Context: an optimization exercise on an open-source flow, tuned for small area. The choices shown serve that exercise and are no tape-out recipe. Function was checked by simulation only, so behaviour that the tests miss may differ from the original.

==> module spi_ram_ao22, before the edit <==
module spi_ram_ao22 (
  input  logic a1, a2, b1, b2,
  output logic y
);
  assign y = (a1 & a2) | (b1 & b2);
endmodule
==> module spi_ram, before the edit <==
module spi_ram #(
  parameter int MEM_DEPTH = 256,
  parameter int ADDR_SIZE = 8
) (
  input  logic       clk,
  input  logic       rst,
  input  logic [9:0] rx_data,
  input  logic       rx_valid,
  output logic [7:0] tx_data,
  output logic       tx_valid
);
  logic [8*MEM_DEPTH-1:0] mem_q, mem_d;
  logic [ADDR_SIZE-1:0]   wr_addr_q, rd_addr_q;
  logic                   tx_valid_q;
  logic cmd_wr_addr, cmd_wr_data, cmd_rd_addr, cmd_rd_data;
  assign cmd_wr_addr = rx_valid & (rx_data[9:8] == 2'b00);
  assign cmd_wr_data = rx_valid & (rx_data[9:8] == 2'b01);
  assign cmd_rd_addr = rx_valid & (rx_data[9:8] == 2'b10);
  assign cmd_rd_data = rx_valid & (rx_data[9:8] == 2'b11);
  logic [ADDR_SIZE-1:0] wr_addr_d, rd_addr_d;
  always_comb begin
    wr_addr_d = wr_addr_q;
    if (cmd_wr_addr) wr_addr_d = rx_data[ADDR_SIZE-1:0];
    else if (cmd_wr_data) wr_addr_d = wr_addr_q + ADDR_SIZE'(1);
    rd_addr_d = rd_addr_q;
    if (cmd_rd_addr) rd_addr_d = rx_data[ADDR_SIZE-1:0];
    else if (cmd_rd_data) rd_addr_d = rd_addr_q + ADDR_SIZE'(1);
  end
  logic [15:0] whi, wlo;
  spi_ram_predec u_whi (.a(wr_addr_q[7:4]), .en(cmd_wr_data & ~rst), .y(whi));
  spi_ram_predec u_wlo (.a(wr_addr_q[3:0]), .en(1'b1),               .y(wlo));
  logic [MEM_DEPTH-1:0] row_we, row_we_n;
  for (genvar r = 0; r < MEM_DEPTH; r++) begin : g_row
    spi_ram_nand2 u_we_n (.a(whi[r/16]), .b(wlo[r%16]), .y(row_we_n[r]));
    spi_ram_inv   u_we   (.a(row_we_n[r]), .y(row_we[r]));
    for (genvar b = 0; b < 8; b++) begin : g_bit
      spi_ram_ao22 u_hold (
        .a1(row_we[r]),   .a2(rx_data[b]),
        .b1(row_we_n[r]), .b2(mem_q[8*r+b]),
        .y (mem_d[8*r+b])
      );
    end
  end
  always_ff @(posedge clk) begin
    mem_q <= mem_d;
  end
  logic [15:0] rhi_n, rlo_n;
  spi_ram_predec_n u_rhi (.a(rd_addr_q[7:4]), .y_n(rhi_n));
  spi_ram_predec_n u_rlo (.a(rd_addr_q[3:0]), .y_n(rlo_n));
  logic [MEM_DEPTH-1:0] row_rd;
  for (genvar r = 0; r < MEM_DEPTH; r++) begin : g_rsel
    spi_ram_nor2 u_rd (.a(rhi_n[r/16]), .b(rlo_n[r%16]), .y(row_rd[r]));
  end
  logic [7:0] rpart0, rpart1;
  for (genvar b = 0; b < 8; b++) begin : g_rbit
    logic [85:0] term_n;
    logic [21:0] or1;
    logic [5:0]  or2_n;
    for (genvar g = 0; g < 85; g++) begin : g_t3
      spi_ram_aoi222 u_aoi (
        .a1(row_rd[3*g]),   .a2(mem_q[8*(3*g)+b]),
        .b1(row_rd[3*g+1]), .b2(mem_q[8*(3*g+1)+b]),
        .c1(row_rd[3*g+2]), .c2(mem_q[8*(3*g+2)+b]),
        .y (term_n[g])
      );
    end
    spi_ram_nand2 u_last (.a(row_rd[255]), .b(mem_q[8*255+b]), .y(term_n[85]));
    for (genvar g = 0; g < 21; g++) begin : g_l1
      spi_ram_nand4 u_nand (.a(term_n[4*g]), .b(term_n[4*g+1]), .c(term_n[4*g+2]), .d(term_n[4*g+3]),
                            .y(or1[g]));
    end
    spi_ram_nand2 u_l1_last (.a(term_n[84]), .b(term_n[85]), .y(or1[21]));
    for (genvar g = 0; g < 5; g++) begin : g_l2
      spi_ram_nor4 u_nor (.a(or1[4*g]), .b(or1[4*g+1]), .c(or1[4*g+2]), .d(or1[4*g+3]),
                          .y(or2_n[g]));
    end
    spi_ram_nor2 u_l2_last (.a(or1[20]), .b(or1[21]), .y(or2_n[5]));
    spi_ram_nand3 u_p0 (.a(or2_n[0]), .b(or2_n[1]), .c(or2_n[2]), .y(rpart0[b]));
    spi_ram_nand3 u_p1 (.a(or2_n[3]), .b(or2_n[4]), .c(or2_n[5]), .y(rpart1[b]));
  end
  always_ff @(posedge clk or posedge rst) begin
    if (rst) begin
      wr_addr_q  <= '0;
      rd_addr_q  <= '0;
      tx_valid_q <= 1'b0;
    end else begin
      wr_addr_q  <= wr_addr_d;
      rd_addr_q  <= rd_addr_d;
      tx_valid_q <= cmd_rd_data;
    end
  end
  logic [7:0] rpart0_q, rpart1_q;
  always_ff @(posedge clk) begin
    rpart0_q <= rpart0;
    rpart1_q <= rpart1;
  end
  assign tx_data  = rpart0_q | rpart1_q;
  assign tx_valid = tx_valid_q;
endmodule
==> flow/config.mk <==
export PLATFORM = sky130hd
export DESIGN_NAME = spi_ram
export DESIGN_NICKNAME = spi_ram
export VERILOG_FILES = /design/flow/design.v
export SDC_FILE = /design/flow/constraint.sdc
export NUM_CORES = 4
export LEC_CHECK = 0
export CAP_MARGIN = 20
export CORE_MARGIN = 2
export CORE_UTILIZATION = 60
export CTS_BUF_LIST = sky130_fd_sc_hd__clkbuf_16
export CTS_CLUSTER_DIAMETER = 80
export CTS_CLUSTER_SIZE = 24
export SETUP_SLACK_MARGIN = 0.3
export SLEW_MARGIN = 20
export SYNTH_HIERARCHICAL = 1
==> flow/constraint.sdc <==
create_clock -name core_clock -period 4.0 [get_ports {clk}]
set_input_delay 0.8000 -clock core_clock [delete_from_list [all_inputs] [get_ports {clk}]]
set_output_delay 0.8000 -clock core_clock [all_outputs]
set_load 0.01 [all_outputs]
run.sh (not shown) runs the stock make flow with config.mk's settings and CLKGATE_MAP_FILE= SYNTH_SCRIPT=/design/flow/synth_recipe.tcl, a recipe that flattens the netlist after the stock synthesis.
Then changed:
--- a/flow/design.v
+++ b/flow/design.v
@@ -1,11 +1,11 @@
-module spi_ram_ao22 (
+module spi_ram_oai22 (
   input  logic a1, a2, b1, b2,
   output logic y
 );
-  assign y = (a1 & a2) | (b1 & b2);
+  assign y = ~((a1 | a2) & (b1 | b2));
 endmodule
 module spi_ram_aoi222 (
   input  logic a1, a2, b1, b2, c1, c2,
   output logic y
 );
   assign y = ~((a1 & a2) | (b1 & b2) | (c1 & c2));
@@ -72,12 +72,13 @@
   input  logic [9:0] rx_data,
   input  logic       rx_valid,
   output logic [7:0] tx_data,
   output logic       tx_valid
 );
   logic [8*MEM_DEPTH-1:0] mem_q, mem_d;
+  logic                   phase_q;
   logic [ADDR_SIZE-1:0]   wr_addr_q, rd_addr_q;
   logic                   tx_valid_q;
   logic cmd_wr_addr, cmd_wr_data, cmd_rd_addr, cmd_rd_data;
   assign cmd_wr_addr = rx_valid & (rx_data[9:8] == 2'b00);
   assign cmd_wr_data = rx_valid & (rx_data[9:8] == 2'b01);
   assign cmd_rd_addr = rx_valid & (rx_data[9:8] == 2'b10);
@@ -91,26 +92,29 @@
     if (cmd_rd_addr) rd_addr_d = rx_data[ADDR_SIZE-1:0];
     else if (cmd_rd_data) rd_addr_d = rd_addr_q + ADDR_SIZE'(1);
   end
   logic [15:0] whi, wlo;
   spi_ram_predec u_whi (.a(wr_addr_q[7:4]), .en(cmd_wr_data & ~rst), .y(whi));
   spi_ram_predec u_wlo (.a(wr_addr_q[3:0]), .en(1'b1),               .y(wlo));
+  logic [7:0] wdata;
+  assign wdata = rx_data[7:0] ^ {8{phase_q}};
   logic [MEM_DEPTH-1:0] row_we, row_we_n;
   for (genvar r = 0; r < MEM_DEPTH; r++) begin : g_row
     spi_ram_nand2 u_we_n (.a(whi[r/16]), .b(wlo[r%16]), .y(row_we_n[r]));
     spi_ram_inv   u_we   (.a(row_we_n[r]), .y(row_we[r]));
     for (genvar b = 0; b < 8; b++) begin : g_bit
-      spi_ram_ao22 u_hold (
-        .a1(row_we[r]),   .a2(rx_data[b]),
-        .b1(row_we_n[r]), .b2(mem_q[8*r+b]),
+      spi_ram_oai22 u_cell (
+        .a1(mem_q[8*r+b]), .a2(row_we[r]),
+        .b1(row_we_n[r]),  .b2(wdata[b]),
         .y (mem_d[8*r+b])
       );
     end
   end
   always_ff @(posedge clk) begin
-    mem_q <= mem_d;
+    mem_q   <= mem_d;
+    phase_q <= ~phase_q;
   end
   logic [15:0] rhi_n, rlo_n;
   spi_ram_predec_n u_rhi (.a(rd_addr_q[7:4]), .y_n(rhi_n));
   spi_ram_predec_n u_rlo (.a(rd_addr_q[3:0]), .y_n(rlo_n));
   logic [MEM_DEPTH-1:0] row_rd;
   for (genvar r = 0; r < MEM_DEPTH; r++) begin : g_rsel
@@ -156,9 +160,9 @@
   end
   logic [7:0] rpart0_q, rpart1_q;
   always_ff @(posedge clk) begin
     rpart0_q <= rpart0;
     rpart1_q <= rpart1;
   end
-  assign tx_data  = rpart0_q | rpart1_q;
+  assign tx_data  = (rpart0_q | rpart1_q) ^ {8{~phase_q}};
   assign tx_valid = tx_valid_q;
 endmodule
What happened:
- The changed run completed without violations
- cell area is lower by 7.1%
- setup slack loses 0.11 ns
- clock skew decreases by 0.0055 ns
- global-route usage grows by 0.31 points
- via count drops by 1.7%
- critical path depth does not change
- worst hold slack got worse by 0.031 ns
- sequential share of layout area grows by 4.1 points

==> separate check: timing with driven ports <==
How much do the figures lean on ideal ports? The routed layouts below were timed once more, with nothing changed but the port constraints.
Step 1: set_driving_cell puts a clkbuf_16 on clk and a buf_2 on each other input, an assumption about the parent block.
Step 2 times the ports against the registers' clock, not the clock port: input delays grow and output delays shrink by t, the midpoint of the rising clock arrivals with the driver on.
Slacks: no drivers / after step 1 / after step 2; pairs: no drivers / after step 1.
run	shift t [ns]	setup slack, ns	hold WS [ns]	worst setup path at the end	latest minus earliest clock arrival (ns)
the first run	0.808	0.339 / 0.339 / 0.153	0.477 / 0.477 / 0.477	input to register	0.033 / 0.034
the second run	0.784	0.234 / 0.234 / -0.040	0.446 / 0.446 / 0.446	input to register	0.024 / 0.024
With both steps, setup timing fails in the second run, where it was met with ideal ports. For the second run, which loses most, drivers alone change the setup slack by 0.000 ns; drivers and shift together by -0.274 ns.
